Background: an optimization exercise with open tools, aiming at a short achievable clock period and few clock cycles. Do not read the settings as production practice. In this exercise RTL edits were held to simulation tests only and were not proved equivalent to the original. The flow treats the clock pin as an ideal source, which a real chip does not have. No activity file was given, so power comes from the tool's default toggle rates.

===== flow/constraint.sdc =====
create_clock -name core_clock -period 10.0 [get_ports {clock}]
set_input_delay 2.0000 -clock core_clock [delete_from_list [all_inputs] [get_ports {clock}]]
set_output_delay 2.0000 -clock core_clock [all_outputs]
set_load 0.01 [all_outputs]

===== flow/design.v =====
package proc_pkg;
    localparam int word_width     = 32;
    localparam int reg_addr_width = 5;
    localparam logic [4:0] op_rtype = 5'd0;
    localparam logic [4:0] op_j     = 5'd1;
    localparam logic [4:0] op_bne   = 5'd2;
    localparam logic [4:0] op_jal   = 5'd3;
    localparam logic [4:0] op_jr    = 5'd4;
    localparam logic [4:0] op_addi  = 5'd5;
    localparam logic [4:0] op_blt   = 5'd6;
    localparam logic [4:0] op_sw    = 5'd7;
    localparam logic [4:0] op_lw    = 5'd8;
    localparam logic [4:0] op_setx  = 5'd21;
    localparam logic [4:0] op_bex   = 5'd22;
endpackage
`timescale 1ns/1ps
module slt32 (
    input  logic [31:0] x,
    input  logic [31:0] y,
    output logic        lt
);
    logic [31:0] cl [0:5];
    logic [31:0] ce [0:5];
    always_comb begin
        cl[0] = ~(x ^ 32'h8000_0000) & (y ^ 32'h8000_0000);
        ce[0] = ~(x ^ y);
        for (int k = 0; k < 5; k++) begin
            cl[k+1] = '0;
            ce[k+1] = '0;
            for (int i = 0; i < (32 >> (k + 1)); i++) begin
                cl[k+1][i] = cl[k][2*i+1] | (ce[k][2*i+1] & cl[k][2*i]);
                ce[k+1][i] = ce[k][2*i+1] & ce[k][2*i];
            end
        end
    end
    assign lt = cl[5][0];
endmodule
`timescale 1ns/1ps
import proc_pkg::*;
module processor (
    input  logic        clock,
    input  logic        reset,
    output logic [31:0] address_imem,
    input  logic [31:0] q_imem,
    output logic [31:0] address_dmem,
    output logic [31:0] data,
    output logic        wren,
    input  logic [31:0] q_dmem
);
    logic [31:0] pc, ras;
    logic        fd_valid, fd_pred_taken;
    logic        fd_uses_rs, fd_uses_b, fd_use_imm, fd_writes;
    logic [4:0]  fd_b, fd_dest;
    logic [31:0] fd_ir, fd_pc, fd_pc1, fd_pc2, fd_ras, fd_btgt, fd_btgt1;
    logic        dx_valid;
    logic        dx_add, dx_sub, dx_and, dx_or, dx_sll, dx_sra, dx_addi, dx_mem;
    logic        dx_lw, dx_sw, dx_bne, dx_blt, dx_bex, dx_jr, dx_const_op, dx_we;
    logic        dx_r_eq, dx_r_ge, dx_r_lt, dx_r_z, dx_r_jr;
    logic        dx_sumop, dx_other;
    logic [31:0] dx_a, dx_opb, dx_b, dx_const, dx_alt, dx_alt1, dx_ras, dx_pc, dx_pc1;
    logic        dx_dep;
    logic [4:0]  dx_shamt, dx_dest;
    logic [1:0]  dx_code;
    logic        fa_m, fo_mp, fo_mn, fo_d, fb_m;
    logic        s_dd, s_md, s_dm, s_dmn, s_mm;
    logic        c_dd, c_md, c_dm;
    logic        dx_cx;
    logic        xm_we, xm_exc, xm_lw, xm_wren, xm_cx, xm_a31, xm_o31;
    logic [31:0] xm_alu_n;
    logic [4:0]  xm_dest;
    logic [1:0]  xm_code;
    logic [31:0] xm_alu, xm_sd;
    logic        mw_we;
    logic [4:0]  mw_dest;
    logic [31:0] mw_result;
    logic [31:0] regs [1:31];
    logic        stall, redirect, replay, flush, reset_r;
    logic [31:0] redirect_pc, redirect_pc1;
    logic [4:0]  f_op, f_rd, f_rt;
    logic [31:0] pc1, ras1, f_btgt, f_btgt1, f_jtgt, f_jtgt1;
    logic        f_is_br, f_is_jd, f_is_jr, f_r;
    assign address_imem = pc;
    assign f_op = q_imem[31:27];
    assign f_rd = q_imem[26:22];
    assign f_rt = q_imem[16:12];
    assign f_r  = f_op == op_rtype;
    logic [16:0] kg [0:5];
    logic [16:0] kp [0:5];
    logic [16:0] kh [0:5];
    logic [16:0] f_lo, f_lo1;
    logic [14:0] f_hi_p, f_hi_m;
    always_comb begin
        kg[0] = pc1[16:0] & q_imem[16:0];
        kp[0] = pc1[16:0] ^ q_imem[16:0];
        kh[0] = kg[0] | {16'd0, kp[0][0]};
        for (int k = 0; k < 5; k++) begin
            for (int i = 0; i < 17; i++) begin
                if (i >= (1 << k)) begin
                    kg[k+1][i] = kg[k][i] | (kp[k][i] & kg[k][i - (1 << k)]);
                    kh[k+1][i] = kh[k][i] | (kp[k][i] & kh[k][i - (1 << k)]);
                    kp[k+1][i] = kp[k][i] & kp[k][i - (1 << k)];
                end else begin
                    kg[k+1][i] = kg[k][i];
                    kh[k+1][i] = kh[k][i];
                    kp[k+1][i] = kp[k][i];
                end
            end
        end
        f_lo  = kp[0] ^ {kg[5][15:0], 1'b0};
        f_lo1 = kp[0] ^ {kh[5][15:0], 1'b1};
    end
    assign f_hi_p  = pc1[31:17] + 15'd1;
    assign f_hi_m  = pc1[31:17] - 15'd1;
    logic [14:0] f_hc1, f_hc0;
    assign f_hc1   = q_imem[16] ? pc1[31:17] : f_hi_p;
    assign f_hc0   = q_imem[16] ? f_hi_m : pc1[31:17];
    assign f_btgt  = {kg[5][16] ? f_hc1 : f_hc0, f_lo};
    assign f_btgt1 = {kh[5][16] ? f_hc1 : f_hc0, f_lo1};
    assign f_jtgt  = {5'd0, q_imem[26:0]};
    assign f_jtgt1 = {5'd0, q_imem[26:0]} + 32'd1;
    assign f_is_jd = f_op == op_j || f_op == op_jal || f_op == op_bex;
    assign f_is_br = f_op == op_bne || (f_op == op_blt && q_imem[16]);
    assign f_is_jr = f_op == op_jr;
    logic        s_red, s_hold, s_norm, s_seq;
    logic [31:0] pc_d, pc1_d, pc1_inc;
    logic red_go;
    assign red_go = !reset && redirect;
    assign s_red  = !reset && replay;
    assign s_hold = !reset && !replay && stall;
    assign s_norm = !reset && !replay && !stall;
    assign s_seq  = s_norm && !f_is_br && !f_is_jd && !f_is_jr;
    assign pc1_inc = pc1 + 32'd1;
    logic [31:0] pc_nr, pc1_nr;
    assign pc_d  = red_go ? redirect_pc : pc_nr;
    assign pc1_d = red_go ? redirect_pc1 : pc1_nr;
    logic        s_br;
    logic [31:0] pc_ot, pc1_ot;
    assign s_br   = s_norm && f_is_br;
    assign pc_nr  = s_br ? f_btgt : pc_ot;
    assign pc1_nr = s_br ? f_btgt1 : pc1_ot;
    assign pc_ot = ({32{s_red}} & dx_pc) |
                  ({32{s_hold}} & pc) |
                  ({32{s_norm && f_is_jd}} & f_jtgt) |
                  ({32{s_norm && f_is_jr}} & ras) |
                  ({32{s_seq}} & pc1);
    assign pc1_ot = ({32{s_red}} & dx_pc1) |
                   ({32{s_hold}} & pc1) |
                   ({32{s_norm && f_is_jd}} & f_jtgt1) |
                   ({32{s_norm && f_is_jr}} & ras1) |
                   ({32{s_seq}} & pc1_inc) |
                   {31'd0, reset};
    always_ff @(posedge clock) begin
        pc  <= pc_d;
        pc1 <= pc1_d;
        if (reset) begin
            ras  <= '0;
            ras1 <= 32'd1;
        end else if (f_op == op_jal) begin
            ras  <= pc1;
            ras1 <= pc1_inc;
        end
        if (reset || flush)
            fd_valid <= 1'b0;
        else if (!stall)
            fd_valid <= 1'b1;
    end
    always_ff @(posedge clock) begin
        if (!stall) begin
            fd_ir         <= q_imem;
            fd_pc         <= pc;
            fd_pc1        <= pc1;
            fd_pc2        <= pc1_inc;
            fd_btgt       <= f_btgt;
            fd_btgt1      <= f_btgt1;
            fd_ras        <= ras;
            fd_pred_taken <= f_is_br || f_is_jd || f_is_jr;
            fd_uses_rs    <= f_r || f_op == op_addi || f_op == op_sw || f_op == op_lw ||
                             f_op == op_bne || f_op == op_blt;
            fd_uses_b     <= f_r || f_op == op_sw || f_op == op_bne || f_op == op_blt ||
                             f_op == op_jr || f_op == op_bex;
            fd_use_imm    <= f_op == op_addi || f_op == op_sw || f_op == op_lw;
            fd_b          <= f_r ? f_rt : (f_op == op_bex) ? 5'd30 : f_rd;
            fd_writes     <= f_r || f_op == op_addi || f_op == op_lw || f_op == op_jal ||
                             f_op == op_setx;
            fd_dest       <= (f_op == op_jal) ? 5'd31 : (f_op == op_setx) ? 5'd30 : f_rd;
        end
    end
    logic [4:0]  d_op, d_rs, d_fn;
    logic [31:0] d_imm, d_ra, d_rb;
    logic        d_r, d_go, d_we;
    logic        xm_we_act;
    logic [4:0]  xm_dest_act;
    assign d_op  = fd_ir[31:27];
    assign d_rs  = fd_ir[21:17];
    assign d_fn  = fd_ir[6:2];
    assign d_imm = {{15{fd_ir[16]}}, fd_ir[16:0]};
    assign d_r   = d_op == op_rtype;
    assign d_we  = fd_writes && fd_dest != 5'd0;
    logic [31:0] m_result;
    assign xm_exc   = xm_cx && (xm_a31 == xm_o31) && (xm_alu[31] != xm_a31);
    assign m_result = xm_lw ? q_dmem : xm_exc ? {30'd0, xm_code} : xm_alu;
    assign d_ra = (d_rs == 5'd0) ? 32'd0 :
                  (xm_we_act && xm_dest_act == d_rs) ? m_result :
                  (mw_we && mw_dest == d_rs) ? mw_result : regs[d_rs];
    assign d_rb = (fd_b == 5'd0) ? 32'd0 :
                  (xm_we_act && xm_dest_act == fd_b) ? m_result :
                  (mw_we && mw_dest == fd_b) ? mw_result : regs[fd_b];
    assign stall = fd_valid && dx_valid && dx_lw && dx_dest != 5'd0 &&
                   ((fd_uses_rs && d_rs == dx_dest) || (fd_uses_b && fd_b == dx_dest));
    assign d_go = fd_valid && !stall && !flush;
    assign xm_we_act   = xm_we || xm_exc;
    assign xm_dest_act = xm_exc ? 5'd30 : xm_dest;
    logic dx_fwd_m, dx_fwd_x;
    assign dx_fwd_m = dx_valid && dx_we && !dx_lw;
    assign dx_fwd_x = dx_valid && (dx_add || dx_sub || dx_addi);
    logic a_m, a_x, o_m, b_m, b_x;
    assign a_m = fd_uses_rs && dx_fwd_m && d_rs != 5'd0 && d_rs == dx_dest;
    assign a_x = fd_uses_rs && dx_fwd_x && d_rs == 5'd30;
    assign b_m = fd_uses_b && dx_fwd_m && fd_b != 5'd0 && fd_b == dx_dest;
    assign b_x = fd_uses_b && dx_fwd_x && fd_b == 5'd30;
    assign o_m = !fd_use_imm && b_m;
    always_ff @(posedge clock) begin
        dx_valid    <= !reset && d_go;
        dx_add      <= d_r && d_fn == 5'd0;
        dx_sub      <= d_r && d_fn == 5'd1;
        dx_and      <= d_r && d_fn == 5'd2;
        dx_or       <= d_r && d_fn == 5'd3;
        dx_sll      <= d_r && d_fn == 5'd4;
        dx_sra      <= d_r && d_fn == 5'd5;
        dx_addi     <= d_op == op_addi;
        dx_mem      <= d_op == op_lw || d_op == op_sw;
        dx_lw       <= d_op == op_lw;
        dx_sw       <= d_op == op_sw;
        dx_bne      <= d_op == op_bne;
        dx_blt      <= d_op == op_blt;
        dx_bex      <= d_op == op_bex;
        dx_jr       <= d_op == op_jr;
        dx_const_op <= d_op == op_jal || d_op == op_setx;
        dx_we       <= d_we;
        dx_dest     <= fd_dest;
        dx_shamt    <= fd_ir[11:7];
        dx_code     <= (d_op == op_addi) ? 2'd2 : (d_fn == 5'd1) ? 2'd3 : 2'd1;
        dx_a        <= d_ra;
        dx_opb      <= fd_use_imm ? d_imm : (d_r && d_fn == 5'd1) ? ~d_rb : d_rb;
        dx_cx       <= (d_r && (d_fn == 5'd0 || d_fn == 5'd1)) || d_op == op_addi;
        dx_b        <= d_rb;
        dx_const    <= (d_op == op_jal) ? fd_pc1 : {5'd0, fd_ir[26:0]};
        dx_alt      <= fd_pred_taken ? fd_pc1 : fd_btgt;
        dx_alt1     <= fd_pred_taken ? fd_pc2 : fd_btgt1;
        dx_pc1      <= fd_pc1;
        dx_r_eq     <= !reset && d_go && d_op == op_bne;
        dx_r_ge     <= !reset && d_go && d_op == op_blt && fd_pred_taken;
        dx_r_lt     <= !reset && d_go && d_op == op_blt && !fd_pred_taken;
        dx_r_z      <= !reset && d_go && d_op == op_bex;
        dx_r_jr     <= !reset && d_go && d_op == op_jr;
        dx_sumop    <= (d_r && d_fn == 5'd0) || d_op == op_addi || d_op == op_lw || d_op == op_sw;
        dx_ras      <= fd_ras;
        dx_pc       <= fd_pc;
        fa_m <= a_m;
        fo_mp <= o_m && !(d_r && d_fn == 5'd1);
        fo_mn <= o_m && (d_r && d_fn == 5'd1);
        fo_d  <= !o_m;
        fb_m <= b_m;
        s_dd  <= !a_m && !o_m;
        s_md  <= a_m && !o_m;
        s_dm  <= !a_m && o_m && !(d_r && d_fn == 5'd1);
        s_dmn <= !a_m && o_m && (d_r && d_fn == 5'd1);
        s_mm  <= a_m && o_m && !(d_r && d_fn == 5'd1);
        c_dd  <= !a_m && !b_m;
        c_md  <= a_m && !b_m;
        c_dm  <= !a_m && b_m;
        dx_dep <= a_m || a_x || b_m || b_x;
    end
    logic [31:0] x_a, x_opb, x_b, x_code32;
    logic [31:0] x_sum, x_other;
    logic        x_eq, x_lt, x_bz, x_jr_ok;
    assign x_code32 = {30'd0, xm_code};
    assign x_a   = fa_m ? xm_alu : dx_a;
    assign x_opb = ({32{fo_mp}} & xm_alu) | ({32{fo_mn}} & xm_alu_n) | ({32{fo_d}} & dx_opb);
    assign x_b   = fb_m ? xm_alu : dx_b;
    logic x_ok;
    assign replay = dx_valid && xm_exc && dx_dep;
    assign x_ok   = dx_valid && !xm_exc || dx_valid && !dx_dep;
    logic [31:0] sum_dd, sum_md, sum_dm, sum_dmn, sum_mm;
    assign sum_dd  = dx_a + dx_opb + {31'd0, dx_sub};
    assign sum_md  = xm_alu + dx_opb + {31'd0, dx_sub};
    assign sum_dm  = dx_a + xm_alu;
    assign sum_dmn = dx_a + xm_alu_n + 32'd1;
    assign sum_mm  = xm_alu + xm_alu;
    assign x_sum   = ({32{s_dd}} & sum_dd) | ({32{s_md}} & sum_md) | ({32{s_dm}} & sum_dm) |
                     ({32{s_dmn}} & sum_dmn) | ({32{s_mm}} & sum_mm);
    always_comb begin
        x_other = '0;
        if (dx_and)      x_other = x_a & x_opb;
        if (dx_or)       x_other = x_a | x_opb;
        if (dx_sll)      x_other = x_a << dx_shamt;
        if (dx_sra)      x_other = $signed(x_a) >>> dx_shamt;
        if (dx_const_op) x_other = dx_const;
    end
    logic lt_dd, lt_md, lt_dm;
    slt32 u_lt_dd (.x(dx_b),   .y(dx_a),   .lt(lt_dd));
    slt32 u_lt_md (.x(dx_b),   .y(xm_alu), .lt(lt_md));
    slt32 u_lt_dm (.x(xm_alu), .y(dx_a),   .lt(lt_dm));
    assign x_eq    = (c_dd && dx_b == dx_a) || (c_md && dx_b == xm_alu) ||
                     (c_dm && xm_alu == dx_a) || (!c_dd && !c_md && !c_dm);
    assign x_lt    = (c_dd && lt_dd) || (c_md && lt_md) || (c_dm && lt_dm);
    assign x_bz    = fb_m ? xm_alu == 32'd0 : dx_b == 32'd0;
    assign x_jr_ok = fb_m ? xm_alu == dx_ras : dx_b == dx_ras;
    assign redirect = !(xm_exc && dx_dep) &&
                      ((dx_r_eq && x_eq) || (dx_r_ge && !x_lt) || (dx_r_lt && x_lt) ||
                       (dx_r_z && x_bz) || (dx_r_jr && !x_jr_ok));
    assign redirect_pc = dx_jr ? x_b : dx_alt;
    assign flush       = replay || redirect;
    assign redirect_pc1 = dx_jr ? x_b + 32'd1 : dx_alt1;
    always_ff @(posedge clock) begin
        xm_we   <= !reset && x_ok && dx_we;
        xm_cx   <= !reset && x_ok && dx_cx;
        xm_a31  <= x_a[31];
        xm_o31  <= x_opb[31];
        xm_lw   <= !reset && x_ok && dx_lw;
        xm_wren <= !reset && x_ok && dx_sw;
        xm_dest <= dx_dest;
        xm_code <= dx_code;
        xm_alu   <= (dx_sumop || dx_sub) ? x_sum : x_other;
        xm_alu_n <= ~((dx_sumop || dx_sub) ? x_sum : x_other);
        xm_sd   <= x_b;
    end
    assign address_dmem = xm_alu;
    assign data         = xm_sd;
    assign wren         = xm_wren;
    always_ff @(posedge clock) begin
        mw_we     <= !reset && xm_we_act;
        mw_dest   <= xm_dest_act;
        mw_result <= m_result;
    end
    always_ff @(posedge clock) begin
        reset_r <= reset;
    end
    always_ff @(posedge clock) begin
        if (reset_r) begin
            for (int i = 1; i < 32; i++)
                regs[i] <= '0;
        end else if (mw_we) begin
            regs[mw_dest] <= mw_result;
        end
    end
endmodule

===== flow/flow/run.sh =====
#!/bin/bash
set -euo pipefail
W=$(pwd)
mkdir -p "$W/tmp" "$W/home"
export TMPDIR="$W/tmp" HOME="$W/home"
bash standard.sh SETUP_SLACK_MARGIN=6.5 POST_CTS_TCL="$W/flow/post_cts.tcl" finish > standard_flow.log 2>&1

===== flow/flow/post_cts.tcl =====
# Run after clock tree synthesis (POST_CTS_TCL). The port buffers that
# buffer_ports placed are small delay cells; make each a strong plain buffer,
# then repair timing once more without the footprint limit, and legalize.
foreach inst [get_cells -quiet {input* output*}] {
  if {[get_property $inst ref_name] ne "sky130_fd_sc_hd__buf_8"} {
    replace_cell $inst sky130_fd_sc_hd__buf_8
  }
}
estimate_parasitics -placement
repair_timing -setup_margin $::env(SETUP_SLACK_MARGIN) -repair_tns 100 -verbose
detailed_placement
check_placement -verbose
estimate_parasitics -placement
report_worst_slack

===== flow/config.mk =====
export PLATFORM = sky130hd
export DESIGN_NAME = processor
export DESIGN_NICKNAME = processor
export VERILOG_FILES = /design/flow/design.v
export SDC_FILE = /design/flow/constraint.sdc
export NUM_CORES = 4
export LEC_CHECK = 0
export ABC_CLOCK_PERIOD_IN_PS = 3000
export CAP_MARGIN = 20
export CORE_MARGIN = 2
export CORE_UTILIZATION = 40
export SLEW_MARGIN = 20
export TNS_END_PERCENT = 100

===== flow/standard.sh =====
#!/bin/bash
# synth_recipe.tcl (not shown) runs the flow's synth.tcl, then flattens the netlist and writes it again
# the make line also repeats each setting of config.mk as NAME=value (left out here)
make -C /OpenROAD-flow-scripts/flow DESIGN_CONFIG=/design/flow/config.mk WORK_HOME=/design/flow/orfs CLKGATE_MAP_FILE= SYNTH_SCRIPT=/design/flow/synth_recipe.tcl "${@:-finish}"

==> impl_metrics.py, run 1 <==
metrics = {
    "synthesis": {
        "synth_cell_types": 92,
        "synth_top_family_by_area": "multiplexers",
        "synth_fa_ha_area_share_pct": 3.06,
        "synth_edf_count": 1263,
        "synth_area_leaders": "edfxtp_1 (36%), mux4_2 (15%), dfxtp_1 (12%)",
        "synth_compound_area_share_pct": 8.78,
        "async_reset_ff_share_pct": 0,
        "synth_cells": 8713,
        "syn-num-nets": 9028,
        "seq_area_frac_synth_pct": 48.4,
        "synth_top_area_cell": "edfxtp_1",
        "yosys-mux-area-fraction_pct": 20.0,
        "netlist_area_sq_um": 104000,
        "ys.flop_type": "edfxtp_1",
        "synth_top_cell_area_share_pct": 36.4,
        "synth-simple-area-share_pct": 13.9,
        "ys_seq_elements": 1884,
        "syn_area_per_cell_sq_um": 12.0,
        "synth_warnings": 7,
        "synth_xor_area_share_pct": 2.41,
    },
    "cells_and_area": {
        "final_common_cell": "edfxtp_1",
        "seq_area_sq_um": 50700,
        "mostFrequentLayoutCells": "edfxtp_1 (1,263), and2_1 (1,019), mux4_2 (705), nand2_1 (532), nor2_1 (495)",
        "multiInputGateArea_sq_um": 53500,
        "largest_reg_flops": 1024,
        "drive_gt1_share_pct": 28.6,
        "fill_cells": 22787,
        "final_nets": 9263,
        "top_register": "regs",
        "area_growth_pct": 19.9,
    },
    "route": {
        "drtIter0Drc": 10774,
        "drc_errors": 0,
        "post_drt_wl_per_cell_um": 33.1,
        "wl_um": 415000,
        "vias": 79232,
        "vias_per_cell": 6.32,
        "postRouteAntennaNets": 0,
        "drt_pass1_iterations": 9,
    },
    "cts": {
        "cts_sinks": 1884,
        "cts_tree": "built",
        "cts.clk_slew.worst_paths_ns": 0.06,
        "insertion_delay_ns": 0.90,
    },
    "pwr": {
        "p_total_uw": 23500,
        "power.density_nw_per_um2": 188,
        "p_leak_uw": 0.0465,
        "peakVddDrop_mv": 0.197,
    },
    "placed_design": {
        "gp_congestion": 0.998,
        "io_buffers": 162,
        "place_hpwl_um": 265000,
    },
    "timing": {
        "worstMarginPinSlew_ns": 1.22,
        "setup_viol": 0,
        "slew_violations": 0,
        "maxSlewHeadroom_pct": 18.3,
        "skew_ns": 0.101,
        "maxClockFrequency_ghz": 0.257,
        "period_needed_ns": 3.89,
        "period_share_pct": 38.9,
        "fin_tns_setup_ns": 0,
        "finalHoldViolations": 0,
        "rsz0062_at_grt": "true",
    },
    "critical_path": {
        "cp-startpoint": "q_imem[16]",
        "cp_max_fo": 4,
        "r2r-start": "dx_b[31]",
        "crit_arrival_ns": 4.72,
        "end_kind": "register",
        "rrSetupSlack_ns": 6.31,
        "start_kind": "primary input",
        "critical_path_class": "primary input to register",
        "worstPathRequired_ns": 10.83,
        "rr_endpoint": "pc[28]",
        "reg2regPathDepth": 11,
    },
    "worst_hold_path": {
        "hp-class": "register to register",
        "whs_path_depth": 0,
        "min-delay-start": "fd_ras[9]",
        "min_to": "dx_ras[9]",
    },
    "global_route": {
        "track_usage_pct": 30.5,
        "grt_pass1_vias": 77451,
        "antenna_found_initial": 14,
        "grt_max_degree": 97,
        "grt_pass1_wl_um": 580000,
        "overflow": 0,
    },
    "floorplanning": {
        "start_util_pct": 40.2,
        "pin_count": 163,
        "die-area_sq_um": 264000,
        "num_rows": 187,
        "fp.dieW_um": 514,
        "fp.dieH_um": 514,
        "core_sq_um": 259000,
    },
    "run": {
        "drv_cap": 0,
    },
    "status": {
        "outcome": "timing/DRC/antenna clean",
    },
}
[worst max path at each step]
stage | to | slack (ns) | cells past startpoint
detailed placement | pc1[18] | 4.27 | 9
finish | pc[30] | 6.11 | 11
global placement | pc[25] | 3.96 | 12
floorplan | pc1[30] | 5.58 | 9
global route | pc[30] | 6.07 | 11
[stage by stage]
stage / instances / setup slack (ns) / instance area (sq um) / utilization (%) / hold WS (ns)
after global placement: 11771 / 3.96 / 110000 / 42.3 / 0.313
final: 12532 / 6.11 / 125000 / 48.2 / 0.293
after detailed placement: 11779 / 4.27 / 110000 / 42.4 / 0.314
after global routing: 12525 / 6.07 / 125000 / 48.2 / 0.299
after floorplan: 8713 / 5.58 / 105000 / - / 0.310
[per-layer routing]
layer,track usage [%],vias to the layer above,share of wire [%],routed length (um)
li1,-,33143,-,-
met1,39.8,40174,38,157000
met2,48.0,4887,46,190000
met3,5.71,1014,9.8,40700
met4,16.8,14,6.5,27000
met5,0,-,0.023,97
[power breakdown]
group / internal (uW) / total (uW) / switching [uW]
combinational: 2620 / 5850 / 3240
clock: 4180 / 7560 / 3380
sequential: 9200 / 10100 / 882
[Yosys cell counts (12+ instances only)]
library cell,instances
edfxtp_1,1263
and2_1,1022
mux4_2,705
dfxtp_1,621
clkbuf_1,588
nor2_1,545
nand2_1,542
a21oi_1,465
mux2i_1,284
o21ai_0,254
ha_1,241
inv_1,225
xnor2_1,204
mux2_2,183
nor3_1,128
nand3_1,108
nand4_1,88
buf_1,87
a222oi_1,82
xor2_1,82
a21o_1,81
a211oi_1,53
nor4_1,51
or2_2,50
o211ai_1,46
buf_2,44
nand2b_1,41
o31ai_1,39
a31oi_1,37
or3_1,37
nor2b_1,34
and3_1,33
o21a_1,32
a22oi_1,27
o21bai_1,27
a221oi_1,24
o22ai_1,21
nor3b_1,20
a311oi_1,19
nand3b_1,16
o2111ai_1,15
or4_1,15
a2111oi_0,14
and4_1,12
o221ai_1,12
[worst max-delay path: stages]
cell and delay [ns]:
buf_8 0.08, buf_12 0.09, or4b_4 0.47, or3_4 0.37, or3_4 0.38, or3_4 0.39, or3_4 0.35, xor2_2 0.16
mux2i_1 0.23, o21ai_1 0.09, mux2i_1 0.12
[layout make-up]
cell class	count	share of cell area, %
Clock buffer	272	4.39
Multi-Input combinational cell	5881	42.8
Tap cell	3402	3.41
Clock inverter	106	0.925
Sequential cell	1884	40.6
Antenna cell	9	0.0180
Timing Repair Buffer	744	7.10
Inverter	234	0.749
[kinds of logic (layout without fill, tap and decap cells)]
kind of cell               Yosys count  in the layout
adders and majority gates          250            250
buffers and inverters              956           1356
muxes                             1175           1175
AOI/OAI and AO/OA                 1395           1395
and+or+nand+nor                   2767           2775
other                                0              9
DFF                               1884           1884
xor gates and xnor gates           286            286
Testbench counts, summed over its fixed seeds: cycles 40,804.
==> run 2: changes to the inputs <==
--- a/flow/design.v
+++ b/flow/design.v
@@ -53,8 +53,9 @@
     logic [4:0]  fd_b, fd_dest;
     logic [31:0] fd_ir, fd_pc, fd_pc1, fd_pc2, fd_ras, fd_btgt, fd_btgt1;
+    logic        fd_c17, fd_c17_1;
     logic        dx_valid;
     logic        dx_add, dx_sub, dx_and, dx_or, dx_sll, dx_sra, dx_addi, dx_mem;
     logic        dx_lw, dx_sw, dx_bne, dx_blt, dx_bex, dx_jr, dx_const_op, dx_we;
-    logic        dx_r_eq, dx_r_ge, dx_r_lt, dx_r_z, dx_r_jr;
+    logic        dx_r_eq, dx_r_ne, dx_r_ge, dx_r_lt, dx_r_z, dx_r_jr;
     logic        dx_sumop, dx_other;
     logic [31:0] dx_a, dx_opb, dx_b, dx_const, dx_alt, dx_alt1, dx_ras, dx_pc, dx_pc1;
@@ -89,5 +90,5 @@
     logic [16:0] kh [0:5];
     logic [16:0] f_lo, f_lo1;
-    logic [14:0] f_hi_p, f_hi_m;
+    logic [14:0] f_hi_p;
     always_comb begin
         kg[0] = pc1[16:0] & q_imem[16:0];
@@ -111,10 +112,8 @@
     end
     assign f_hi_p  = pc1[31:17] + 15'd1;
-    assign f_hi_m  = pc1[31:17] - 15'd1;
-    logic [14:0] f_hc1, f_hc0;
-    assign f_hc1   = q_imem[16] ? pc1[31:17] : f_hi_p;
-    assign f_hc0   = q_imem[16] ? f_hi_m : pc1[31:17];
-    assign f_btgt  = {kg[5][16] ? f_hc1 : f_hc0, f_lo};
-    assign f_btgt1 = {kh[5][16] ? f_hc1 : f_hc0, f_lo1};
+    assign f_btgt  = {pc1[31:17], f_lo};
+    logic f_wrap;
+    assign f_wrap  = kh[5][16] && !kg[5][16];
+    assign f_btgt1 = {({15{f_wrap}} & f_hi_p) | ({15{!f_wrap}} & pc1[31:17]), f_lo1};
     assign f_jtgt  = {5'd0, q_imem[26:0]};
     assign f_jtgt1 = {5'd0, q_imem[26:0]} + 32'd1;
@@ -122,11 +121,12 @@
     assign f_is_br = f_op == op_bne || (f_op == op_blt && q_imem[16]);
     assign f_is_jr = f_op == op_jr;
-    logic        s_red, s_hold, s_norm, s_seq;
+    logic        s_red, s_fix, s_hold, s_norm, s_seq, far_fix;
     logic [31:0] pc_d, pc1_d, pc1_inc;
     logic red_go;
     assign red_go = !reset && redirect;
     assign s_red  = !reset && replay;
+    assign s_fix  = !reset && !replay && far_fix;
     assign s_hold = !reset && !replay && stall;
-    assign s_norm = !reset && !replay && !stall;
+    assign s_norm = !reset && !replay && !stall && !far_fix;
     assign s_seq  = s_norm && !f_is_br && !f_is_jd && !f_is_jr;
     assign pc1_inc = pc1 + 32'd1;
@@ -140,4 +140,5 @@
     assign pc1_nr = s_br ? f_btgt1 : pc1_ot;
     assign pc_ot = ({32{s_red}} & dx_pc) |
+                  ({32{s_fix}} & fd_pc1) |
                   ({32{s_hold}} & pc) |
                   ({32{s_norm && f_is_jd}} & f_jtgt) |
@@ -145,4 +146,5 @@
                   ({32{s_seq}} & pc1);
     assign pc1_ot = ({32{s_red}} & dx_pc1) |
+                   ({32{s_fix}} & fd_pc2) |
                    ({32{s_hold}} & pc1) |
                    ({32{s_norm && f_is_jd}} & f_jtgt1) |
@@ -160,5 +162,5 @@
             ras1 <= pc1_inc;
         end
-        if (reset || flush)
+        if (reset || flush || far_fix)
             fd_valid <= 1'b0;
         else if (!stall)
@@ -173,4 +175,6 @@
             fd_btgt       <= f_btgt;
             fd_btgt1      <= f_btgt1;
+            fd_c17        <= kg[5][16];
+            fd_c17_1      <= kh[5][16];
             fd_ras        <= ras;
             fd_pred_taken <= f_is_br || f_is_jd || f_is_jr;
@@ -209,4 +213,17 @@
                    ((fd_uses_rs && d_rs == dx_dest) || (fd_uses_b && fd_b == dx_dest));
     assign d_go = fd_valid && !stall && !flush;
+    logic [14:0] d_hi_p, d_hi_m, d_thi, d_thi1;
+    logic [31:0] d_tgt, d_tgt1;
+    logic        d_cond, d_far, d_pred;
+    assign d_hi_p = fd_pc1[31:17] + 15'd1;
+    assign d_hi_m = fd_pc1[31:17] - 15'd1;
+    assign d_thi  = (fd_ir[16] == fd_c17) ? fd_pc1[31:17] : fd_c17 ? d_hi_p : d_hi_m;
+    assign d_thi1 = (fd_ir[16] == fd_c17_1) ? fd_pc1[31:17] : fd_c17_1 ? d_hi_p : d_hi_m;
+    assign d_tgt  = {d_thi, fd_btgt[16:0]};
+    assign d_tgt1 = {d_thi1, fd_btgt1[16:0]};
+    assign d_cond = d_op == op_bne || d_op == op_blt;
+    assign d_far  = fd_ir[16] != fd_c17;
+    assign d_pred  = fd_pred_taken && !(d_cond && d_far);
+    assign far_fix = fd_valid && fd_pred_taken && d_cond && d_far && !stall && !flush;
     assign xm_we_act   = xm_we || xm_exc;
     assign xm_dest_act = xm_exc ? 5'd30 : xm_dest;
@@ -246,10 +263,11 @@
         dx_b        <= d_rb;
         dx_const    <= (d_op == op_jal) ? fd_pc1 : {5'd0, fd_ir[26:0]};
-        dx_alt      <= fd_pred_taken ? fd_pc1 : fd_btgt;
-        dx_alt1     <= fd_pred_taken ? fd_pc2 : fd_btgt1;
+        dx_alt      <= d_pred ? fd_pc1 : d_tgt;
+        dx_alt1     <= d_pred ? fd_pc2 : d_tgt1;
         dx_pc1      <= fd_pc1;
-        dx_r_eq     <= !reset && d_go && d_op == op_bne;
-        dx_r_ge     <= !reset && d_go && d_op == op_blt && fd_pred_taken;
-        dx_r_lt     <= !reset && d_go && d_op == op_blt && !fd_pred_taken;
+        dx_r_eq     <= !reset && d_go && d_op == op_bne && d_pred;
+        dx_r_ne     <= !reset && d_go && d_op == op_bne && !d_pred;
+        dx_r_ge     <= !reset && d_go && d_op == op_blt && d_pred;
+        dx_r_lt     <= !reset && d_go && d_op == op_blt && !d_pred;
         dx_r_z      <= !reset && d_go && d_op == op_bex;
         dx_r_jr     <= !reset && d_go && d_op == op_jr;
@@ -308,5 +326,6 @@
     assign x_jr_ok = fb_m ? xm_alu == dx_ras : dx_b == dx_ras;
     assign redirect = !(xm_exc && dx_dep) &&
-                      ((dx_r_eq && x_eq) || (dx_r_ge && !x_lt) || (dx_r_lt && x_lt) ||
+                      ((dx_r_eq && x_eq) || (dx_r_ne && !x_eq) ||
+                       (dx_r_ge && !x_lt) || (dx_r_lt && x_lt) ||
                        (dx_r_z && x_bz) || (dx_r_jr && !x_jr_ok));
     assign redirect_pc = dx_jr ? x_b : dx_alt;
==> run 2 against run 1 <==
Clock power grew 3%. Critical endpoint is now pc[31]. Clock skew rose by 0.0043 ns. First-iteration DRC count up 3.0%. Synthesized area is 1.9% lower. Register-to-register slack worse by 0.34 ns. Total power shrank 8.2%. Wire length is 4.8% higher. Core utilization increased by 0.63 points. Flip-flop and latch count decreased by 27. Still clean. Critical path depth up 10. Cell count decreased by 0.81%.
==> impl_metrics.py, run 2 <==
metrics = {
    "cells_and_area": {
        "stdcell_count": 12430,
        "final_util_pct": 48.8,
        "fill_cells": 22222,
        "largest_reg_flops": 1024,
        "drive_gt1_share_pct": 28.5,
        "mostFrequentLayoutCells": "edfxtp_1 (1,249), and2_1 (1,014), mux4_2 (680), nand2_1 (555), nor2_1 (474)",
        "area_growth_pct": 21.4,
        "final_common_cell": "edfxtp_1",
        "final_nets": 9199,
        "top_register": "regs",
    },
    "global_route": {
        "antenna_found_initial": 14,
        "grt_max_degree": 88,
        "grt_pass1_vias": 77311,
        "overflow": 0,
        "track_usage_pct": 32.5,
        "grt_pass1_wl_um": 597000,
    },
    "timing": {
        "maxClockFrequency_ghz": 0.248,
        "period_share_pct": 40.3,
        "maxSlewHeadroom_pct": 21.7,
        "fin_tns_setup_ns": 0,
        "setup_viol": 0,
        "finalHoldViolations": 0,
        "finalWorstSetupSlack_ns": 5.97,
        "period_needed_ns": 4.03,
        "skew_ns": 0.105,
        "worstMarginPinSlew_ns": 1.17,
        "slew_violations": 0,
        "rsz0062_at_grt": "true",
    },
    "route": {
        "postRouteAntennaNets": 0,
        "drt_pass1_iterations": 9,
        "vias": 79843,
        "drtIter0Drc": 11093,
        "drc_errors": 0,
        "post_drt_wl_per_cell_um": 35.0,
        "wl_um": 435000,
        "vias_per_cell": 6.42,
    },
    "synthesis": {
        "syn_area_per_cell_sq_um": 11.8,
        "async_reset_ff_share_pct": 0,
        "synth_top_area_cell": "edfxtp_1",
        "synth_cell_types": 92,
        "synth_common_cells": "edfxtp_1 (1,249), and2_1 (1,018), mux4_2 (680), dfxtp_1 (608), nand2_1 (571)",
        "synth.most_common_cell": "edfxtp_1",
        "synth_edf_count": 1249,
        "synth_warnings": 7,
        "syn-num-nets": 8973,
        "synth_top_cell_area_share_pct": 36.7,
        "ys.flop_type": "edfxtp_1",
        "ys_seq_elements": 1857,
        "synth_area_leaders": "edfxtp_1 (37%), mux4_2 (15%), dfxtp_1 (12%)",
        "seq_area_frac_synth_pct": 48.6,
        "netlist_area_sq_um": 102000,
        "synth_cells": 8657,
    },
    "pwr": {
        "p_leak_uw": 0.0464,
        "power_frac_comb_pct": 21.1,
        "p_total_uw": 21600,
        "seqPwrFrac_pct": 42.9,
        "sw_frac_of_total_pct": 30.8,
        "clock_power_share_pct": 35.9,
        "power.internal_uw": 14900,
        "p_sw_uw": 6640,
        "peakVddDrop_mv": 0.196,
        "power.density_nw_per_um2": 174,
    },
    "cts": {
        "cts_tree": "built",
        "cts_sinks": 1857,
        "insertion_delay_ns": 0.92,
        "cts.clk_slew.worst_paths_ns": 0.06,
    },
    "critical_path": {
        "worstPathRequired_ns": 10.72,
        "rrSetupSlack_ns": 5.97,
        "critical_path_class": "register to register",
        "reg2regPathDepth": 21,
        "start_kind": "register",
        "rr_endpoint": "pc[31]",
        "end_kind": "register",
        "cp_max_fo": 5,
        "r2r-start": "xm_alu[20]",
        "crit_arrival_ns": 4.75,
    },
    "floorplanning": {
        "core_sq_um": 254000,
        "start_util_pct": 40.2,
        "fp.dieH_um": 509,
        "fp.dieW_um": 509,
        "pin_count": 163,
        "num_rows": 185,
        "die-area_sq_um": 259000,
    },
    "placed_design": {
        "dp_cells": 11663,
        "place_hpwl_um": 270000,
        "gp_congestion": 0.997,
        "place_ws_ns": 3.83,
        "io_buffers": 162,
    },
    "status": {
        "outcome": "timing/DRC/antenna clean",
    },
    "worst_hold_path": {
        "min_to": "dx_ras[0]",
        "min-delay-start": "fd_ras[0]",
        "whs_path_depth": 0,
        "hp-class": "register to register",
    },
    "run": {
        "drv_cap": 0,
    },
}
run 2: changes by cell type after synthesis, sizes merged, moves of 36 or more:
| cell | before | now |
|---|---|---|
| mux2i | 284 | 211 |
| nand4 | 88 | 46 |
| mux2 | 186 | 88 |
| xnor2 | 204 | 240 |
| a22oi | 27 | 102 |
| a21oi | 466 | 524 |
run 2: through the flow:
stage	cell area [sq um]	hold slack, ns
3_3_place_gp	108000	0.318
5_1_grt	124000	0.324
3_5_place_dp	108000	0.327
2_1_floorplan	103000	0.310
6_report	124000	0.312
run 2: area by class of cell:
class | count | area, sq um | area share, %
Tap cell | 3366 | 4210 | 3.40
Clock inverter | 104 | 1200 | 0.969
Sequential cell | 1857 | 50000 | 40.3
Timing Repair Buffer | 719 | 9280 | 7.48
Multi-Input combinational cell | 5850 | 52800 | 42.6
Antenna cell | 13 | 32.5 | 0.0262
Clock buffer | 271 | 5530 | 4.46
Inverter | 250 | 963 | 0.777
run 2: how the worst max path moves through the flow:
stage	start	end	slack, ns
2_1_floorplan	q_imem[2]	register	5.90
3_3_place_gp	dx_a[11]	pc[1]	4.00
3_5_place_dp	dx_a[11]	pc[1]	3.83
5_1_grt	dx_a[3]	register	5.96
6_report	xm_alu[20]	pc[31]	5.97
run 2: power groups by stage:
stage / Clock [uW] / Sequential [uW] / Combinational (uW)
2_1_floorplan: 0 / 9060 / 2470
3_3_place_gp: 0 / 9350 / 3750
3_5_place_dp: 0 / 9380 / 3750
5_1_grt: 8090 / 9290 / 4750
6_report: 7750 / 9260 / 4560
run 2: worst max-delay path, stage by stage (launching register included):
cell and delay, ns:
dfxtp_2 0.33, buf_8 0.14, inv_4 0.04, ha_4 0.21, nand4_1 0.18, nor4_4 0.08, buf_4 0.17, buf_6 0.11
a22oi_2 0.19, nand3_2 0.14, nor4_4 0.32, buf_4 0.19, nand4_1 0.10, buf_6 0.16, a31oi_4 0.25, buf_6 0.19
nor3_4 0.05, buf_12 0.14, buf_4 0.13, buf_12 0.13, a222oi_1 0.46, a22oi_1 0.13
run 2: cells by family (layout without fill, tap and decap cells):
kind of cell	count (synthesis)	count (layout)	synth area share (%)
and+or+nand+nor	2709	2713	13.7
DFF	1857	1857	48.6
AOI/OAI and AO/OA	1564	1571	9.90
muxes	979	979	18.1
buffers and inverters	961	1344	3.66
xor gates and xnor gates	336	336	2.88
adders and majority gates	251	251	3.13
other	0	13	0
run 2: metal layers:
| metal | wire length (um) | up-vias | global-route usage (%) |
|---|---|---|---|
| li1 | - | 32834 | - |
| met2 | 195000 | 5447 | 50.3 |
| met3 | 46400 | 1340 | 7.61 |
| met4 | 35400 | 8 | 21.5 |
| met5 | 46 | - | 0 |
| met1 | 158000 | 40214 | 40.8 |
Testbench counts of run 2, summed over its fixed seeds: cycles 40,804.
==> run 3: changes to the inputs <==
--- a/flow/design.v
+++ b/flow/design.v
@@ -68,5 +68,5 @@
     logic        dx_cx;
     logic        xm_we, xm_exc, xm_lw, xm_wren, xm_cx, xm_a31, xm_o31;
-    logic [31:0] xm_alu_n;
+    logic [31:0] xm_alu_n, xm_addr;
     logic [4:0]  xm_dest;
     logic [1:0]  xm_code;
@@ -343,7 +343,8 @@
         xm_alu   <= (dx_sumop || dx_sub) ? x_sum : x_other;
         xm_alu_n <= ~((dx_sumop || dx_sub) ? x_sum : x_other);
+        xm_addr  <= dx_mem ? x_sum : 32'd0;
         xm_sd   <= x_b;
     end
-    assign address_dmem = xm_alu;
+    assign address_dmem = xm_addr;
     assign data         = xm_sd;
     assign wren         = xm_wren;
==> run 3 against run 2 <==
Synthesized cell count rose by 2.4%. Setup slack improved by 0.090 ns. Critical path depth fell by 5. Clock skew fell by 0.0047 ns. Die area rose by 2.0%. Total power rose by 5.1%. Core utilization rose by 0.41 points. Non-clock buffer count rose by 94. Sequential power rose by 1%. Critical path type unchanged. Largest cell class unchanged. Still clean. Wire length rose by 0.26%. Worst hold slack got worse by 0.019 ns.
==> impl_metrics.py, run 3 <==
metrics = {
    "status": {
        "outcome": "timing/DRC/antenna clean",
    },
    "critical_path": {
        "critical_path_class": "register to register",
        "cp_max_fo": 12,
        "reg2regPathDepth": 16,
        "start_kind": "register",
        "end_kind": "register",
        "crit_arrival_ns": 4.50,
        "critPathTopFamily": "simple AND/OR/NAND/NOR gates",
        "cpPeakStageDelay_ns": 0.58,
        "cp_slowest_cell": "or4_4",
        "cp.buffers_inverters": 5,
        "worstPathRequired_ns": 10.56,
        "cp_cell_sequence": "buf_6 > ha_4 > nand2_2 > or4_4 > or3_4 > o22ai_4 > or4b_4 > nand4_4 > o31ai_4 > buf_12 > buf_6 > buf_8 > a21oi_4 > buf_12 > a221oi_2 > a32oi_1",
        "rrSetupSlack_ns": 6.06,
        "r2r-start": "dx_a[26]",
    },
    "floorplanning": {
        "start_util_pct": 40.2,
        "die-area_sq_um": 265000,
        "num_rows": 187,
        "fp.dieW_um": 514,
        "core_sq_um": 259000,
        "fp.dieH_um": 514,
        "pin_count": 163,
    },
    "cells_and_area": {
        "final_common_cell": "edfxtp_1",
        "drive_gt1_share_pct": 29.5,
        "final_util_pct": 49.2,
        "mostFrequentLayoutCells": "edfxtp_1 (1,249), and2_1 (1,027), mux4_2 (693), nand2_1 (633), dfxtp_1 (525)",
        "largest_reg_flops": 1024,
        "final_nets": 9485,
        "area_growth_pct": 22.4,
        "top_register": "regs",
    },
    "global_route": {
        "met1_usage_pct": 39.8,
        "met3_usage_pct": 6.79,
        "antenna_found_initial": 13,
        "track_usage_pct": 32.0,
        "grtUsageMet2_pct": 50.0,
        "overflow": 0,
        "top_usage_layer": "met2",
        "grt_max_degree": 80,
        "grt_pass1_wl_um": 603000,
        "grt_pass1_vias": 79112,
    },
    "timing": {
        "slew_violations": 0,
        "worstMarginPinSlew_ns": 1.17,
        "period_share_pct": 39.4,
        "skew_ns": 0.100,
        "finalWorstSetupSlack_ns": 6.06,
        "fin_tns_setup_ns": 0,
        "rsz0062_at_grt": "true",
        "setup_viol": 0,
        "maxSlewHeadroom_pct": 21.9,
        "period_needed_ns": 3.94,
        "maxClockFrequency_ghz": 0.254,
        "finalHoldViolations": 0,
    },
    "worst_hold_path": {
        "whs_path_depth": 0,
        "min_to": "dx_pc[26]",
        "min-delay-start": "fd_pc[26]",
        "hp-class": "register to register",
    },
    "synthesis": {
        "ys_seq_elements": 1890,
        "synth_top_cell_area_share_pct": 36.0,
        "synth_top_area_cell": "edfxtp_1",
        "synth.most_common_cell": "edfxtp_1",
        "synth_cell_types": 101,
        "netlist_area_sq_um": 104000,
        "synth_warnings": 7,
        "syn-num-nets": 9179,
        "syn_area_per_cell_sq_um": 11.8,
        "synth_edf_count": 1249,
        "seq_area_frac_synth_pct": 48.3,
        "ys.flop_type": "edfxtp_1",
        "synth_common_cells": "edfxtp_1 (1,249), and2_1 (1,038), mux4_2 (693), nand2_1 (660), dfxtp_1 (641)",
        "synth_area_leaders": "edfxtp_1 (36%), mux4_2 (15%), dfxtp_1 (12%)",
        "synth_cells": 8863,
        "async_reset_ff_share_pct": 0,
    },
    "cts": {
        "cts_sinks": 1890,
        "cts.clk_slew.worst_paths_ns": 0.06,
        "insertion_delay_ns": 0.91,
        "cts_tree": "built",
    },
    "route": {
        "post_drt_wl_per_cell_um": 34.2,
        "vias": 81030,
        "wl_um": 436000,
        "drc_errors": 0,
        "postRouteAntennaNets": 0,
        "drt_pass1_iterations": 12,
        "vias_per_cell": 6.35,
        "drtIter0Drc": 11480,
    },
    "pwr": {
        "p_sw_uw": 7130,
        "sw_frac_of_total_pct": 31.5,
        "peakVddDrop_mv": 0.223,
        "power.internal_uw": 15500,
        "p_leak_uw": 0.0477,
        "clock_power_share_pct": 34.9,
        "power_frac_comb_pct": 23.7,
        "seqPwrFrac_pct": 41.4,
        "power.density_nw_per_um2": 178,
    },
    "run": {
        "drv_cap": 0,
    },
    "placed_design": {
        "io_buffers": 162,
        "place_ws_ns": 3.84,
        "place_hpwl_um": 276000,
        "gp_congestion": 0.994,
    },
}
## run 3: cell count changes in the layout (fill, tap and decap cells not counted), moves of 16 or more
cell,before,now
a21oi_1,444,416
a21oi_2,64,38
a22oi_1,78,32
a22oi_2,24,5
buf_4,338,408
buf_6,55,83
clkinv_1,20,38
dfxtp_1,462,525
dfxtp_4,55,38
mux2_2,87,130
mux2i_2,37,20
nand2_1,555,633
o221ai_1,6,22
## run 3: cell type report
class                      instances  area [sq um]
antenna                            9          22.5
clock buffer                     279          5770
clock inverter                   113          1230
fill                           22574        132000
inverter                         260          1020
multi-input combinational       5996         54800
sequential                      1890         50600
tap                             3402          4260
timing repair buffer             813          9950
## run 3: worst max-delay path by stage
stage               startpoint        to  slack (ns)  cells after the start
detailed placement  q_imem[31]  register        3.84                      5
global route        xm_alu[12]    pc[24]        6.01                     18
finish                dx_a[26]  register        6.06                     16
floorplan           q_imem[10]  register        5.90                     13
global placement     q_imem[0]  register        3.94                     11
## run 3: power by group through the flow
stage               sequential, uW  clock (uW)  combinational, uW
finish                        9390        7910               5370
floorplan                     9200           0               2720
detailed placement            9500           0               4260
global route                  9420        8250               5590
global placement              9480           0               4250
## run 3: cells by family after synthesis
kind of cell             count (synthesis)  share of synthesized area, %
multiplexers                          1046                          18.6
XOR/XNOR                               327                          2.75
flip-flops                            1890                          48.3
AO/OA/AOI/OAI                         1530                          9.61
AND/OR/NAND/NOR                       2839                          14.1
buffers and inverters                  981                          3.60
adder cells (fa/ha/maj)                250                          3.06
## run 3: routing by layer
metal / routed length (um) / up-vias
met5: 36 / -
met4: 36800 / 6
met2: 197000 / 5240
met3: 43600 / 1374
li1: - / 33671
met1: 158000 / 40739
## run 3: stage by stage
step                      instances  power [uW]  instance area (sq um)  hold WS (ns)
after global routing          12755       23300                 128000         0.312
after global placement        11934       13700                 110000         0.316
after floorplan                8863       11900                 105000         0.310
final                         12762       22700                 128000         0.293
after detailed placement      11935       13800                 110000         0.316
Testbench counts of run 3, summed over its fixed seeds: cycles 40,804.
==> run 4: changes to the inputs <==
--- a/flow/design.v
+++ b/flow/design.v
@@ -53,4 +53,5 @@
     logic [4:0]  fd_b, fd_dest;
     logic [31:0] fd_ir, fd_pc, fd_pc1, fd_pc2, fd_ras, fd_btgt, fd_btgt1;
+    logic [31:0] fd_rs_oh, fd_b_oh;
     logic        fd_c17, fd_c17_1;
     logic        dx_valid;
@@ -76,7 +77,7 @@
     logic [31:0] mw_result;
     logic [31:0] regs [1:31];
-    logic        stall, redirect, replay, flush, reset_r;
-    logic [31:0] redirect_pc, redirect_pc1;
-    logic [4:0]  f_op, f_rd, f_rt;
+    logic        stall, redirect, replay, flush, reset_r, kill;
+    logic [31:0] redirect_pc, redirect_pc1, kill_pc, kill_pc1;
+    logic [4:0]  f_op, f_rd, f_rt, f_b;
     logic [31:0] pc1, ras1, f_btgt, f_btgt1, f_jtgt, f_jtgt1;
     logic        f_is_br, f_is_jd, f_is_jr, f_r;
@@ -86,4 +87,5 @@
     assign f_rt = q_imem[16:12];
     assign f_r  = f_op == op_rtype;
+    assign f_b  = f_r ? f_rt : (f_op == op_bex) ? 5'd30 : f_rd;
     logic [16:0] kg [0:5];
     logic [16:0] kp [0:5];
@@ -123,15 +125,15 @@
     logic        s_red, s_fix, s_hold, s_norm, s_seq, far_fix;
     logic [31:0] pc_d, pc1_d, pc1_inc;
-    logic red_go;
-    assign red_go = !reset && redirect;
-    assign s_red  = !reset && replay;
-    assign s_fix  = !reset && !replay && far_fix;
-    assign s_hold = !reset && !replay && stall;
-    assign s_norm = !reset && !replay && !stall && !far_fix;
+    logic s_kill;
+    assign s_kill = !reset && kill;
+    assign s_red  = !reset && !kill && replay;
+    assign s_fix  = !reset && !flush && far_fix;
+    assign s_hold = !reset && !flush && stall;
+    assign s_norm = !reset && !flush && !stall && !far_fix;
     assign s_seq  = s_norm && !f_is_br && !f_is_jd && !f_is_jr;
     assign pc1_inc = pc1 + 32'd1;
     logic [31:0] pc_nr, pc1_nr;
-    assign pc_d  = red_go ? redirect_pc : pc_nr;
-    assign pc1_d = red_go ? redirect_pc1 : pc1_nr;
+    assign pc_d  = pc_nr;
+    assign pc1_d = pc1_nr;
     logic        s_br;
     logic [31:0] pc_ot, pc1_ot;
@@ -139,5 +141,6 @@
     assign pc_nr  = s_br ? f_btgt : pc_ot;
     assign pc1_nr = s_br ? f_btgt1 : pc1_ot;
-    assign pc_ot = ({32{s_red}} & dx_pc) |
+    assign pc_ot = ({32{s_kill}} & kill_pc) |
+                  ({32{s_red}} & dx_pc) |
                   ({32{s_fix}} & fd_pc1) |
                   ({32{s_hold}} & pc) |
@@ -145,5 +148,6 @@
                   ({32{s_norm && f_is_jr}} & ras) |
                   ({32{s_seq}} & pc1);
-    assign pc1_ot = ({32{s_red}} & dx_pc1) |
+    assign pc1_ot = ({32{s_kill}} & kill_pc1) |
+                   ({32{s_red}} & dx_pc1) |
                    ({32{s_fix}} & fd_pc2) |
                    ({32{s_hold}} & pc1) |
@@ -184,5 +188,7 @@
                              f_op == op_jr || f_op == op_bex;
             fd_use_imm    <= f_op == op_addi || f_op == op_sw || f_op == op_lw;
-            fd_b          <= f_r ? f_rt : (f_op == op_bex) ? 5'd30 : f_rd;
+            fd_b          <= f_b;
+            fd_rs_oh      <= 32'd1 << q_imem[21:17];
+            fd_b_oh       <= 32'd1 << f_b;
             fd_writes     <= f_r || f_op == op_addi || f_op == op_lw || f_op == op_jal ||
                              f_op == op_setx;
@@ -204,10 +210,17 @@
     assign xm_exc   = xm_cx && (xm_a31 == xm_o31) && (xm_alu[31] != xm_a31);
     assign m_result = xm_lw ? q_dmem : xm_exc ? {30'd0, xm_code} : xm_alu;
-    assign d_ra = (d_rs == 5'd0) ? 32'd0 :
-                  (xm_we_act && xm_dest_act == d_rs) ? m_result :
-                  (mw_we && mw_dest == d_rs) ? mw_result : regs[d_rs];
-    assign d_rb = (fd_b == 5'd0) ? 32'd0 :
-                  (xm_we_act && xm_dest_act == fd_b) ? m_result :
-                  (mw_we && mw_dest == fd_b) ? mw_result : regs[fd_b];
+    logic [31:0] rf_a, rf_b;
+    always_comb begin
+        rf_a = '0;
+        rf_b = '0;
+        for (int i = 1; i < 32; i++) begin
+            rf_a = rf_a | ({32{fd_rs_oh[i]}} & regs[i]);
+            rf_b = rf_b | ({32{fd_b_oh[i]}} & regs[i]);
+        end
+    end
+    assign d_ra = (xm_we_act && xm_dest_act == d_rs) ? m_result :
+                  (mw_we && mw_dest == d_rs) ? mw_result : rf_a;
+    assign d_rb = (xm_we_act && xm_dest_act == fd_b) ? m_result :
+                  (mw_we && mw_dest == fd_b) ? mw_result : rf_b;
     assign stall = fd_valid && dx_valid && dx_lw && dx_dest != 5'd0 &&
                    ((fd_uses_rs && d_rs == dx_dest) || (fd_uses_b && fd_b == dx_dest));
@@ -298,6 +311,6 @@
     assign x_b   = fb_m ? xm_alu : dx_b;
     logic x_ok;
-    assign replay = dx_valid && xm_exc && dx_dep;
-    assign x_ok   = dx_valid && !xm_exc || dx_valid && !dx_dep;
+    assign replay = !kill && dx_valid && xm_exc && dx_dep;
+    assign x_ok   = !kill && (dx_valid && !xm_exc || dx_valid && !dx_dep);
     logic [31:0] sum_dd, sum_md, sum_dm, sum_dmn, sum_mm;
     assign sum_dd  = dx_a + dx_opb + {31'd0, dx_sub};
@@ -325,11 +338,16 @@
     assign x_bz    = fb_m ? xm_alu == 32'd0 : dx_b == 32'd0;
     assign x_jr_ok = fb_m ? xm_alu == dx_ras : dx_b == dx_ras;
-    assign redirect = !(xm_exc && dx_dep) &&
+    assign redirect = !kill && !(xm_exc && dx_dep) &&
                       ((dx_r_eq && x_eq) || (dx_r_ne && !x_eq) ||
                        (dx_r_ge && !x_lt) || (dx_r_lt && x_lt) ||
                        (dx_r_z && x_bz) || (dx_r_jr && !x_jr_ok));
     assign redirect_pc = dx_jr ? x_b : dx_alt;
-    assign flush       = replay || redirect;
     assign redirect_pc1 = dx_jr ? x_b + 32'd1 : dx_alt1;
+    assign flush        = kill || replay;
+    always_ff @(posedge clock) begin
+        kill     <= !reset && redirect;
+        kill_pc  <= redirect_pc;
+        kill_pc1 <= redirect_pc1;
+    end
     always_ff @(posedge clock) begin
         xm_we   <= !reset && x_ok && dx_we;
==> run 4 against run 3 <==
Still clean. First-iteration DRC count grew 75%. Core utilization shrank 2.1 points. Flip-flop and latch count grew 85. Design area shrank 8.3%. Via count grew 13%. Total power shrank 2.8%. Largest power group unchanged. Highest routed layer unchanged.
==> impl_metrics.py, run 4 <==
metrics = {
    "synthesis": {
        "synth_cell_types": 87,
        "syn-num-nets": 9604,
        "synth_top_cell_area_share_pct": 38.5,
        "synth_warnings": 7,
        "ys_seq_elements": 1975,
        "netlist_area_sq_um": 99800,
        "synth_top_area_cell": "edfxtp_1",
        "ys.flop_type": "edfxtp_1",
        "synth_edf_count": 1279,
        "syn_area_per_cell_sq_um": 10.7,
        "synth_common_cells": "edfxtp_1 (1,279), and2_1 (1,031), dfxtp_1 (696), nand2_1 (694), clkbuf_1 (655)",
        "async_reset_ff_share_pct": 0,
        "seq_area_frac_synth_pct": 52.4,
        "synth.most_common_cell": "edfxtp_1",
        "synth_area_leaders": "edfxtp_1 (38%), dfxtp_1 (14%), and2_1 (6.5%)",
        "synth_cells": 9288,
    },
    "placed_design": {
        "gp_congestion": 1.02,
        "place_hpwl_um": 302000,
        "dpl_cell_area_sq_um": 106000,
        "io_buffers": 162,
    },
    "critical_path": {
        "cpPeakStageDelay_ns": 0.60,
        "cp.depth": 12,
        "reg2regPathDepth": 12,
        "crit_arrival_ns": 4.47,
        "r2r-start": "xm_alu[25]",
        "critical_path_class": "register to register",
        "worstPathRequired_ns": 10.77,
        "rr_endpoint": "kill",
        "start_kind": "register",
        "cp_slowest_cell": "dfxtp_2",
        "cp_max_fo": 10,
        "cp.buffers_inverters": 1,
        "cp_cell_sequence": "inv_1 > ha_1 > a21o_1 > a21o_1 > a21oi_1 > o21bai_1 > a211o_1 > o2111ai_1 > and4_1 > nand3_1 > mux2i_1 > a21oi_1",
        "end_kind": "register",
        "rrSetupSlack_ns": 6.30,
        "critPathTopFamily": "compound AO/OA/AOI/OAI gates",
    },
    "timing": {
        "slew_violations": 0,
        "finalHoldViolations": 0,
        "maxClockFrequency_ghz": 0.270,
        "maxSlewHeadroom_pct": 5.33,
        "skew_ns": 0.0885,
        "period_share_pct": 37.0,
        "setup_viol": 0,
        "rsz0062_at_grt": "true",
        "fin_tns_setup_ns": 0,
        "worstMarginPinSlew_ns": 1.41,
        "period_needed_ns": 3.70,
    },
    "floorplanning": {
        "start_util_pct": 40.2,
        "fp.dieH_um": 504,
        "fp.dieW_um": 504,
        "die-area_sq_um": 254000,
        "core_sq_um": 248000,
        "num_rows": 183,
        "pin_count": 163,
    },
    "global_route": {
        "grt_pass1_vias": 84352,
        "track_usage_pct": 38.9,
        "antenna_found_initial": 58,
        "grt_max_degree": 76,
        "grt_pass1_wl_um": 686000,
        "overflow": 0,
    },
    "cells_and_area": {
        "final_nets": 9646,
        "final_cell_area_sq_um": 117000,
        "top_register": "regs",
        "mostFrequentLayoutCells": "edfxtp_1 (1,279), and2_1 (1,027), nand2_1 (677), dfxtp_1 (633), nor2_1 (476)",
        "area_growth_pct": 17.2,
        "largest_reg_flops": 992,
        "final_common_cell": "edfxtp_1",
        "drive_gt1_share_pct": 16.8,
    },
    "route": {
        "vias": 91257,
        "post_drt_wl_per_cell_um": 39.5,
        "drc_errors": 0,
        "vias_per_cell": 7.08,
        "drt_pass1_iterations": 11,
        "drtIter0Drc": 20042,
        "wl_um": 510000,
        "postRouteAntennaNets": 0,
    },
    "run": {
        "drv_cap": 0,
    },
    "status": {
        "outcome": "timing/DRC/antenna clean",
    },
    "pwr": {
        "peakVddDrop_mv": 0.149,
        "p_leak_uw": 0.0438,
        "power.density_nw_per_um2": 188,
    },
    "cts": {
        "cts.clk_slew.worst_paths_ns": 0.06,
        "cts_tree": "built",
        "cts_sinks": 1975,
        "insertion_delay_ns": 0.91,
    },
    "worst_hold_path": {
        "min_to": "xm_code[0]",
        "whs_path_depth": 0,
        "hp-class": "register to register",
        "min-delay-start": "dx_code[0]",
    },
}
## run 4: changes by cell type in the layout (fill, tap and decap cells not counted), moves of 42 or more
cell	delta
nand3_1	+62
buf_4	-70
dfxtp_1	+108
nand4_1	+147
a22o_1	+311
mux2i_1	-47
a221oi_1	+348
buf_12	-78
mux2_2	+42
a21oi_1	-59
mux4_2	-640
a22oi_1	+243
nand2_1	+44
a222oi_1	+102
## run 4: worst max path at each step
stage | slack (ns) | endpoint | startpoint
after floorplan | 5.38 | register | dx_dest[1]
after global placement | 4.21 | register | q_imem[4]
after detailed placement | 4.09 | register | q_imem[4]
after global routing | 6.28 | xm_alu[26] | dx_a[0]
final | 6.30 | kill | xm_alu[25]
## run 4: area by class of cell
cell class                      count  area, sq um
Inverter                          230          897
Multi-Input combinational cell   6341        46100
Antenna cell                       50          125
Sequential cell                  1975        52500
Timing Repair Buffer              573         6010
Tap cell                         3330         4170
Clock inverter                    124         1610
Fill cell                       22428       131000
Clock buffer                      272         5710
## run 4: logic make-up after synthesis
| group | after synthesis | share of synthesized area [%] |
|---|---|---|
| flops | 1975 | 52.4 |
| simple gates | 3012 | 15.7 |
| buf+inv | 976 | 3.71 |
| xor+xnor | 344 | 3.02 |
| compound gates | 2385 | 17.6 |
| fa+ha+maj | 250 | 3.19 |
| mux | 346 | 4.35 |
## run 4: metrics by stage
step	worst slack, ns	hold WS [ns]	cells	total power (uW)	util, %
finish	6.30	0.327	12895	22000	47.1
global route	6.28	0.320	12853	22500	47.1
detailed placement	4.09	0.316	12331	13200	42.6
global placement	4.21	0.312	12330	13200	42.5
floorplan	5.38	0.310	9288	11600	-
## run 4: routing by layer
layer,global-route usage [%],wire length (um),vias to the layer above
met5,0.476,233,-
met3,17.8,85800,2545
met4,25.2,43200,26
li1,-,-,35085
met2,51.8,197000,9467
met1,50.1,184000,44134
## run 4: where the power goes
group	leakage (uW)	switching [uW]	internal, uW
clock	0.00354	3580	4780
combinational	0.0208	2520	1400
sequential	0.0194	563	9180
total	0.0438	6660	15400
Testbench counts of run 4, summed over its fixed seeds: cycles 42,125.

[static timing again, ports no longer ideal]
Ports are ideal in the flow. The routed layouts listed here were re-timed in OpenROAD. Step 1 (the two cells are an assumption about what drives the block):
set clk [get_ports {clock}]
set_driving_cell -lib_cell sky130_fd_sc_hd__clkbuf_16 $clk
set_driving_cell -lib_cell sky130_fd_sc_hd__buf_2 [delete_from_list [all_inputs] $clk]
Step 2, shift: input delay + t, output delay - t, t = (earliest + latest rising clock arrival at the registers) / 2. This alone moves slack from input paths to output paths. Slacks: ideal ports / drivers / drivers and shift; pairs: ideal ports / drivers.
| run | shift t [ns] | setup WS [ns] | latest minus earliest clock arrival (ns) |
|---|---|---|---|
| run 1 | 0.952 | 6.108 / 6.131 / 5.180 | 0.124 / 0.123 |
| run 2 | 0.965 | 5.970 / 5.970 / 5.334 | 0.115 / 0.115 |
| run 3 | 0.958 | 6.060 / 6.060 / 5.241 | 0.118 / 0.118 |
| run 4 | 0.977 | 6.296 / 6.296 / 5.622 | 0.094 / 0.094 |
After both steps every run listed still meets setup and hold. The setup slack of run 1, which loses most, moves by +0.023 ns with the drivers and by -0.928 ns with both steps.
